Source: an optimization exercise on an open RTL-to-GDS flow (aim: small area, a short achievable clock period and few clock cycles per item). Production flows keep margins and buffers that such runs may drop. Where RTL was checked, it was by simulation tests only, not by an equivalence proof against the original.

==> run E: inputs <==
==> flow/design.v <==
`default_nettype none
package dqs_pkg;
   localparam int CAPACITY_DEF = 32;
   localparam int DATA_W   = 32;
   localparam int OPCODE_W = 3;
   localparam int STATUS_W = 2;
   localparam int POS_W    = 6;
   typedef enum logic [OPCODE_W-1:0] {
      OP_PUSH_FRONT = 3'd0,
      OP_PUSH_BACK  = 3'd1,
      OP_POP_FRONT  = 3'd2,
      OP_POP_BACK   = 3'd3,
      OP_DUMP       = 3'd4,
      OP_SEARCH     = 3'd5
   } opcode_type;
   typedef enum logic [STATUS_W-1:0] {
      STATUS_OK        = 2'd0,
      STATUS_UNDERFLOW = 2'd1,
      STATUS_FULL      = 2'd2,
      STATUS_NOT_FOUND = 2'd3
   } status_type;
   typedef enum logic [1:0] {
      ST_IDLE,
      ST_EXEC,
      ST_READ,
      ST_CHECK
   } state_type;
endpackage : dqs_pkg
`default_nettype wire
`default_nettype none
module dqs_store #(
   parameter int DEPTH  = dqs_pkg::CAPACITY_DEF,
   parameter int ADDR_W = $clog2(DEPTH)
) (
   input  wire logic                       clock,
   input  wire logic [DEPTH-1:0]           wr_sel,     
   input  wire logic [dqs_pkg::DATA_W-1:0] wr_data,
   input  wire logic [DEPTH-1:0]           rd_sel,     
   output logic      [dqs_pkg::DATA_W-1:0] rd_data,
   input  wire logic [dqs_pkg::DATA_W-1:0] key,
   input  wire logic [DEPTH-1:0]           valid,
   output logic      [DEPTH-1:0]           match
);
   logic [dqs_pkg::DATA_W-1:0] entry_mem [DEPTH];
   always_ff @(posedge clock) begin
      for (int i = 0; i < DEPTH; i++) begin
         if (wr_sel[i]) entry_mem[i] <= wr_data;
      end
   end
   always_comb begin
      rd_data = '0;
      for (int i = 0; i < DEPTH; i++) begin
         rd_data = rd_data | (entry_mem[i] & {dqs_pkg::DATA_W{rd_sel[i]}});
      end
   end
   always_comb begin
      for (int i = 0; i < DEPTH; i++) begin
         match[i] = valid[i] && (entry_mem[i] == key);
      end
   end
endmodule
`default_nettype wire
`default_nettype none
module dqs_ctrl #(
   parameter int CAPACITY = dqs_pkg::CAPACITY_DEF,
   parameter int IDX_W    = $clog2(CAPACITY),
   parameter int CNT_W    = $clog2(CAPACITY + 1)
) (
   input  wire logic                          clock,
   input  wire logic                          reset,
   input  wire logic                          req_valid,
   output logic                               req_ready,
   input  wire logic [dqs_pkg::OPCODE_W-1:0]  req_opcode,
   input  wire logic [dqs_pkg::DATA_W-1:0]    req_value,
   output logic                               rsp_valid,
   input  wire logic                          rsp_ready,
   output logic      [dqs_pkg::STATUS_W-1:0]  rsp_status,
   output logic      [dqs_pkg::POS_W-1:0]     rsp_position,
   output logic      [dqs_pkg::DATA_W-1:0]    rsp_entry_data,
   output logic                               rsp_last,
   output logic      [CAPACITY-1:0]           mem_wr_sel,
   output logic      [dqs_pkg::DATA_W-1:0]    mem_wr_data,
   output logic      [CAPACITY-1:0]           mem_rd_sel,
   input  wire logic [dqs_pkg::DATA_W-1:0]    mem_rd_data,
   output logic      [dqs_pkg::DATA_W-1:0]    mem_key,
   output logic      [CAPACITY-1:0]           mem_valid,
   input  wire logic [CAPACITY-1:0]           mem_match
);
   localparam int DW = dqs_pkg::DATA_W;
   localparam int PW = dqs_pkg::POS_W;
   localparam int SW = dqs_pkg::STATUS_W;
   logic [IDX_W-1:0]  front, back;       
   logic [CNT_W-1:0]  count;
   logic              full, empty;
   logic              d_active;          
   logic [IDX_W-1:0]  rd_slot;           
   logic [CNT_W-1:0]  d_left;            
   logic              ready_ff;
   logic [CAPACITY-1:0] valid;           
   logic              s_valid;
   logic              s_search;
   logic [SW-1:0]     s_status;
   logic [IDX_W-1:0]  s_front;
   logic [DW-1:0]     s_data;
   logic              s_last;
   logic              t_valid;
   logic              t_search;
   logic [SW-1:0]     t_status;
   logic [IDX_W-1:0]  t_front;
   logic [DW-1:0]     t_data;
   logic              t_last;
   logic              q0_valid, q1_valid;
   logic [SW-1:0]     q0_status, q1_status;
   logic [PW-1:0]     q0_pos, q1_pos;
   logic [DW-1:0]     q0_data, q1_data;
   logic              q0_last, q1_last;
   logic              t_move, s_move, e_go;
   assign t_move = t_valid && !q1_valid;
   assign s_move = s_valid && (!t_valid || !q1_valid);
   assign e_go   = !s_valid || !t_valid || !q1_valid;
   logic              take;              
   logic              beat_dump;         
   logic              s_load;
   logic              is_pf, is_pb, is_popf, is_popb, is_dump, is_search;
   logic [CAPACITY-1:0] front_oh, back_oh, rd_oh;
   logic              d_last;
   always_comb begin
      for (int i = 0; i < CAPACITY; i++) begin
         front_oh[i] = (front   == IDX_W'(i));
         back_oh[i]  = (back    == IDX_W'(i));
         rd_oh[i]    = (rd_slot == IDX_W'(i));
      end
   end
   assign mem_valid = valid;
   assign take      = req_valid && ready_ff;
   assign is_pf     = take && (req_opcode == 3'd0);
   assign is_pb     = take && (req_opcode == 3'd1);
   assign is_popf   = take && (req_opcode == 3'd2);
   assign is_popb   = take && (req_opcode == 3'd3);
   assign is_dump   = take && (req_opcode == 3'd4);
   assign is_search = take && (req_opcode == 3'd5);
   assign d_last    = (d_left == '0);
   assign beat_dump = (is_dump && !empty) || (d_active && e_go);
   assign s_load    = (take && !(req_opcode[2] && req_opcode[1])) || (d_active && e_go);
   assign mem_key     = req_value;
   assign mem_wr_data = req_value;
   always_comb begin
      for (int i = 0; i < CAPACITY; i++) begin
         mem_wr_sel[i] = !full && ((is_pf && front_oh[(i + 1) % CAPACITY]) || (is_pb && back_oh[i]));
      end
   end
   logic [IDX_W-1:0]  front_n, back_n;
   logic [CNT_W-1:0]  count_n;
   logic              inc, dec;
   logic              d_active_n;
   logic [CNT_W-1:0]  d_left_n;
   logic [CAPACITY-1:0] valid_n;
   always_comb begin
      inc     = !full  && (is_pf || is_pb);
      dec     = !empty && (is_popf || is_popb);
      front_n = front;
      back_n  = back;
      if (!full && is_pf)    front_n = front - 1'b1;
      if (!full && is_pb)    back_n  = back + 1'b1;
      if (!empty && is_popf) front_n = front + 1'b1;
      if (!empty && is_popb) back_n  = back - 1'b1;
      count_n = inc ? count + 1'b1 : (dec ? count - 1'b1 : count);
      d_active_n = d_active;
      d_left_n   = d_left;
      if (beat_dump) begin
         d_active_n = !d_last;
         d_left_n   = d_left - 1'b1;
      end
      if (!d_active_n) d_left_n = count_n - 1'b1;
      for (int i = 0; i < CAPACITY; i++) begin
         valid_n[i] = (valid[i] || mem_wr_sel[i]) &&
                      !(!empty && is_popf && front_oh[i]) &&
                      !(!empty && is_popb && back_oh[(i + 1) % CAPACITY]);
      end
   end
   logic [CAPACITY-1:0] s_ge, s_hi;
   logic [IDX_W-1:0]  s_idx_hi, s_idx_all;
   logic              s_any_hi, s_found;
   logic [DW-1:0]     s_tdata;
   always_comb begin
      for (int i = 0; i < CAPACITY; i++) s_ge[i] = (IDX_W'(i) >= s_front);
      s_hi      = s_data & s_ge;
      s_any_hi  = |s_hi;
      s_found   = |s_data;
      s_idx_hi  = '0;
      s_idx_all = '0;
      for (int i = CAPACITY-1; i >= 0; i--) begin
         if (s_hi[i])   s_idx_hi  = IDX_W'(i);
         if (s_data[i]) s_idx_all = IDX_W'(i);
      end
      mem_rd_sel = s_data;
      if (s_search) s_tdata = DW'({s_found, s_any_hi ? s_idx_hi : s_idx_all});
      else          s_tdata = mem_rd_data;
   end
   logic [SW-1:0]     b_status;
   logic [PW-1:0]     b_pos;
   logic [DW-1:0]     b_data;
   logic              b_last;
   logic              t_found;
   logic [IDX_W-1:0]  t_off;
   always_comb begin
      t_found = t_data[IDX_W];
      t_off   = t_data[IDX_W-1:0] - t_front;
      if (t_search) begin
         b_status = t_found ? dqs_pkg::STATUS_OK : dqs_pkg::STATUS_NOT_FOUND;
         b_pos    = t_found ? PW'(t_off) + 1'b1 : '0;
         b_data   = '0;
      end else begin
         b_status = t_status;
         b_pos    = '0;
         b_data   = t_data;
      end
      b_last = t_last;
   end
   logic q_pop;
   logic s_valid_n, t_valid_n, q0_valid_n, q1_valid_n;
   assign q_pop = q0_valid && rsp_ready;
   always_comb begin
      s_valid_n  = s_load || (s_valid && !s_move);
      t_valid_n  = s_move || (t_valid && !t_move);
      q0_valid_n = (q0_valid && !q_pop) || q1_valid || t_move;
      q1_valid_n = (q0_valid && !q_pop) && (q1_valid || t_move);
   end
   always_ff @(posedge clock) begin
      if (reset) begin
         s_valid  <= 1'b0;
         t_valid  <= 1'b0;
         q0_valid <= 1'b0;
         q1_valid <= 1'b0;
         front    <= '0;
         back     <= '0;
         count    <= '0;
         full     <= 1'b0;
         empty    <= 1'b1;
         d_active <= 1'b0;
         d_left   <= '1;
         rd_slot  <= '0;
         ready_ff <= 1'b1;
         valid    <= '0;
      end else begin
         s_valid  <= s_valid_n;
         t_valid  <= t_valid_n;
         q0_valid <= q0_valid_n;
         q1_valid <= q1_valid_n;
         front    <= front_n;
         back     <= back_n;
         count    <= count_n;
         full     <= (count_n == CNT_W'(CAPACITY));
         empty    <= (count_n == '0);
         d_active <= d_active_n;
         d_left   <= d_left_n;
         valid    <= valid_n;
         if (!d_active_n)    rd_slot <= front_n;
         else if (beat_dump) rd_slot <= rd_slot + 1'b1;
         ready_ff <= !d_active_n && (!s_valid_n || !t_valid_n || !q1_valid_n);
      end
   end
   always_ff @(posedge clock) begin
      if (s_load) begin
         s_search <= is_search && !empty;
         s_status <= (is_pf || is_pb) ? (full ? dqs_pkg::STATUS_FULL : dqs_pkg::STATUS_OK)
                                      : (empty && !d_active ? dqs_pkg::STATUS_UNDERFLOW
                                                            : dqs_pkg::STATUS_OK);
         s_front  <= front;
         s_data   <= is_search ? mem_match : (beat_dump ? rd_oh : '0);
         s_last   <= !beat_dump || d_last;
      end
      if (s_move) begin
         t_search <= s_search;
         t_status <= s_status;
         t_front  <= s_front;
         t_data   <= s_tdata;
         t_last   <= s_last;
      end
      if (!q0_valid || q_pop) begin
         if (q1_valid) begin
            q0_status <= q1_status; q0_pos <= q1_pos; q0_data <= q1_data; q0_last <= q1_last;
         end else if (t_move) begin
            q0_status <= b_status; q0_pos <= b_pos; q0_data <= b_data; q0_last <= b_last;
         end
      end
      if (t_move && q0_valid && !q_pop) begin
         q1_status <= b_status; q1_pos <= b_pos; q1_data <= b_data; q1_last <= b_last;
      end
   end
   assign req_ready      = ready_ff;
   assign rsp_valid      = q0_valid;
   assign rsp_status     = q0_status;
   assign rsp_position   = q0_pos;
   assign rsp_entry_data = q0_data;
   assign rsp_last       = q0_last;
endmodule
`default_nettype wire
`default_nettype none
module deque_with_search #(
   parameter int CAPACITY = dqs_pkg::CAPACITY_DEF
) (
   input  wire logic                                clock,
   input  wire logic                                reset,
   input  wire logic                                req_valid,
   output logic                                     req_ready,
   input  wire logic        [dqs_pkg::OPCODE_W-1:0] req_opcode,
   input  wire logic signed [dqs_pkg::DATA_W-1:0]   req_value,
   output logic                                     rsp_valid,
   input  wire logic                                rsp_ready,
   output logic             [dqs_pkg::STATUS_W-1:0] rsp_status,
   output logic             [dqs_pkg::POS_W-1:0]    rsp_position,
   output logic signed      [dqs_pkg::DATA_W-1:0]   rsp_entry_data,
   output logic                                     rsp_last
);
   localparam int IDX_W = $clog2(CAPACITY);
   localparam int CNT_W = $clog2(CAPACITY + 1);
   logic [CAPACITY-1:0]        mem_wr_sel;
   logic [dqs_pkg::DATA_W-1:0] mem_wr_data;
   logic [CAPACITY-1:0]        mem_rd_sel;
   logic [dqs_pkg::DATA_W-1:0] mem_rd_data;
   logic [dqs_pkg::DATA_W-1:0] mem_key;
   logic [CAPACITY-1:0]        mem_valid;
   logic [CAPACITY-1:0]        mem_match;
   logic [dqs_pkg::DATA_W-1:0] entry_data;
   dqs_ctrl #(
      .CAPACITY (CAPACITY),
      .IDX_W    (IDX_W),
      .CNT_W    (CNT_W)
   ) u_ctrl (
      .clock          (clock),
      .reset          (reset),
      .req_valid      (req_valid),
      .req_ready      (req_ready),
      .req_opcode     (req_opcode),
      .req_value      (req_value),
      .rsp_valid      (rsp_valid),
      .rsp_ready      (rsp_ready),
      .rsp_status     (rsp_status),
      .rsp_position   (rsp_position),
      .rsp_entry_data (entry_data),
      .rsp_last       (rsp_last),
      .mem_wr_sel     (mem_wr_sel),
      .mem_wr_data    (mem_wr_data),
      .mem_rd_sel     (mem_rd_sel),
      .mem_rd_data    (mem_rd_data),
      .mem_key        (mem_key),
      .mem_valid      (mem_valid),
      .mem_match      (mem_match)
   );
   dqs_store #(
      .DEPTH  (CAPACITY),
      .ADDR_W (IDX_W)
   ) u_store (
      .clock   (clock),
      .wr_sel  (mem_wr_sel),
      .wr_data (mem_wr_data),
      .rd_sel  (mem_rd_sel),
      .rd_data (mem_rd_data),
      .key     (mem_key),
      .valid   (mem_valid),
      .match   (mem_match)
   );
   assign rsp_entry_data = $signed(entry_data);
endmodule
`default_nettype wire
==> flow/run.sh <==
#!/bin/bash
# synth_recipe.tcl (not shown) runs the flow's synth.tcl, then flattens the netlist and writes it again
# the make line also repeats each setting of config.mk as NAME=value (left out here)
make -C /OpenROAD-flow-scripts/flow DESIGN_CONFIG=/design/flow/config.mk WORK_HOME=/design/flow/orfs CLKGATE_MAP_FILE= SYNTH_SCRIPT=/design/flow/synth_recipe.tcl finish
==> flow/config.mk <==
export PLATFORM = sky130hd
export DESIGN_NAME = deque_with_search
export DESIGN_NICKNAME = deque_with_search
export VERILOG_FILES = /design/flow/design.v
export SDC_FILE = /design/flow/constraint.sdc
export NUM_CORES = 4
export LEC_CHECK = 0
export CAP_MARGIN = 20
export CORE_MARGIN = 2
export CORE_UTILIZATION = 40
export CTS_BUF_LIST = sky130_fd_sc_hd__clkbuf_8
export SETUP_SLACK_MARGIN = 2.5
export SLEW_MARGIN = 20
==> flow/constraint.sdc <==
create_clock -name core_clock -period 6.0 [get_ports {clock}]
set_input_delay 1.2000 -clock core_clock [delete_from_list [all_inputs] [get_ports {clock}]]
set_output_delay 1.2000 -clock core_clock [all_outputs]
set_load 0.01 [all_outputs]
==> inputs of run K, as changes to run E <==
--- a/flow/design.v
+++ b/flow/design.v
@@ -97,2 +97,3 @@
    logic [CNT_W-1:0]  d_left;            
+   logic [CNT_W-1:0]  count_m1;          
    logic              ready_ff;
@@ -141,3 +142,3 @@
    assign is_search = take && (req_opcode == 3'd5);
-   assign d_last    = (d_left == '0);
+   assign d_last    = d_active ? (d_left == '0) : (count_m1 == '0);
    assign beat_dump = (is_dump && !empty) || (d_active && e_go);
@@ -148,3 +149,3 @@
       for (int i = 0; i < CAPACITY; i++) begin
-         mem_wr_sel[i] = !full && ((is_pf && front_oh[(i + 1) % CAPACITY]) || (is_pb && back_oh[i]));
+         mem_wr_sel[i] = !full && (front_oh[(i + 1) % CAPACITY] || back_oh[i]);
       end
@@ -168,10 +169,7 @@
       d_active_n = d_active;
-      d_left_n   = d_left;
-      if (beat_dump) begin
-         d_active_n = !d_last;
-         d_left_n   = d_left - 1'b1;
-      end
-      if (!d_active_n) d_left_n = count_n - 1'b1;
+      d_left_n   = (d_active ? d_left : count_m1) - 1'b1;
+      if (beat_dump) d_active_n = !d_last;
       for (int i = 0; i < CAPACITY; i++) begin
-         valid_n[i] = (valid[i] || mem_wr_sel[i]) &&
+         valid_n[i] = (valid[i] || (!full && ((is_pf && front_oh[(i + 1) % CAPACITY]) ||
+                                              (is_pb && back_oh[i])))) &&
                       !(!empty && is_popf && front_oh[i]) &&
@@ -240,4 +238,3 @@
          d_active <= 1'b0;
-         d_left   <= '1;
-         rd_slot  <= '0;
+         count_m1 <= '1;
          ready_ff <= 1'b1;
@@ -255,6 +252,4 @@
          d_active <= d_active_n;
-         d_left   <= d_left_n;
+         count_m1 <= inc ? count : (dec ? count_m1 - 1'b1 : count_m1);
          valid    <= valid_n;
-         if (!d_active_n)    rd_slot <= front_n;
-         else if (beat_dump) rd_slot <= rd_slot + 1'b1;
          ready_ff <= !d_active_n && (!s_valid_n || !t_valid_n || !q1_valid_n);
@@ -263,2 +258,6 @@
    always_ff @(posedge clock) begin
+      if (beat_dump) begin
+         d_left  <= d_left_n;
+         rd_slot <= (d_active ? rd_slot : front) + 1'b1;
+      end
       if (s_load) begin
@@ -269,3 +268,3 @@
          s_front  <= front;
-         s_data   <= is_search ? mem_match : (beat_dump ? rd_oh : '0);
+         s_data   <= is_search ? mem_match : (beat_dump ? (d_active ? rd_oh : front_oh) : '0);
          s_last   <= !beat_dump || d_last;
- CAP_MARGIN: 20 -> 30
- SETUP_SLACK_MARGIN: 2.5 -> 3.5
- SLEW_MARGIN: 20 -> 30
==> flow_metrics.env <==
export IMPL_status="timing/DRC/antenna clean"
export IMPL_die_h_um=393
export IMPL_slew_limit_headroom=0.198
export IMPL_gp_congestion=1.16
# the run above: run K

==> flow_metrics.env <==
export IMPL_numCtsBuffers=217
export IMPL_top_layer_used="met5"
export IMPL_status="timing/DRC/antenna clean"
export IMPL_slew_limit_headroom=0.117
export IMPL_num_rows=141
# the run above: run E

Testbench counts of run K, summed over its fixed seeds: cycles 10,548, requests 5,600.
The RTL of run E was laid out without a check of its function.

## what the ideal ports hide
The results above use ideal ports. As a check the final layouts listed here were re-extracted and re-timed, cells and wires unchanged. Step 1 assumes that a clkbuf_16 drives the clock port and a buf_2 every other input. Step 2 also shifts input and output timing later by t, the mid clock arrival at the registers, as if the neighbouring blocks saw the same clock. Slacks: ideal ports / drivers / drivers and shift; pairs: ideal ports / drivers.
run	t (ns)	setup WS [ns]	clock arrival spread, ns
run E	1.061	2.222 / 2.222 / 1.288	0.086 / 0.086
run K	1.044	3.017 / 3.017 / 2.143	0.065 / 0.065
After both steps every run listed still meets setup and hold. The setup slack of run E, which loses most, moves by 0.000 ns with the drivers and by -0.934 ns with both steps.
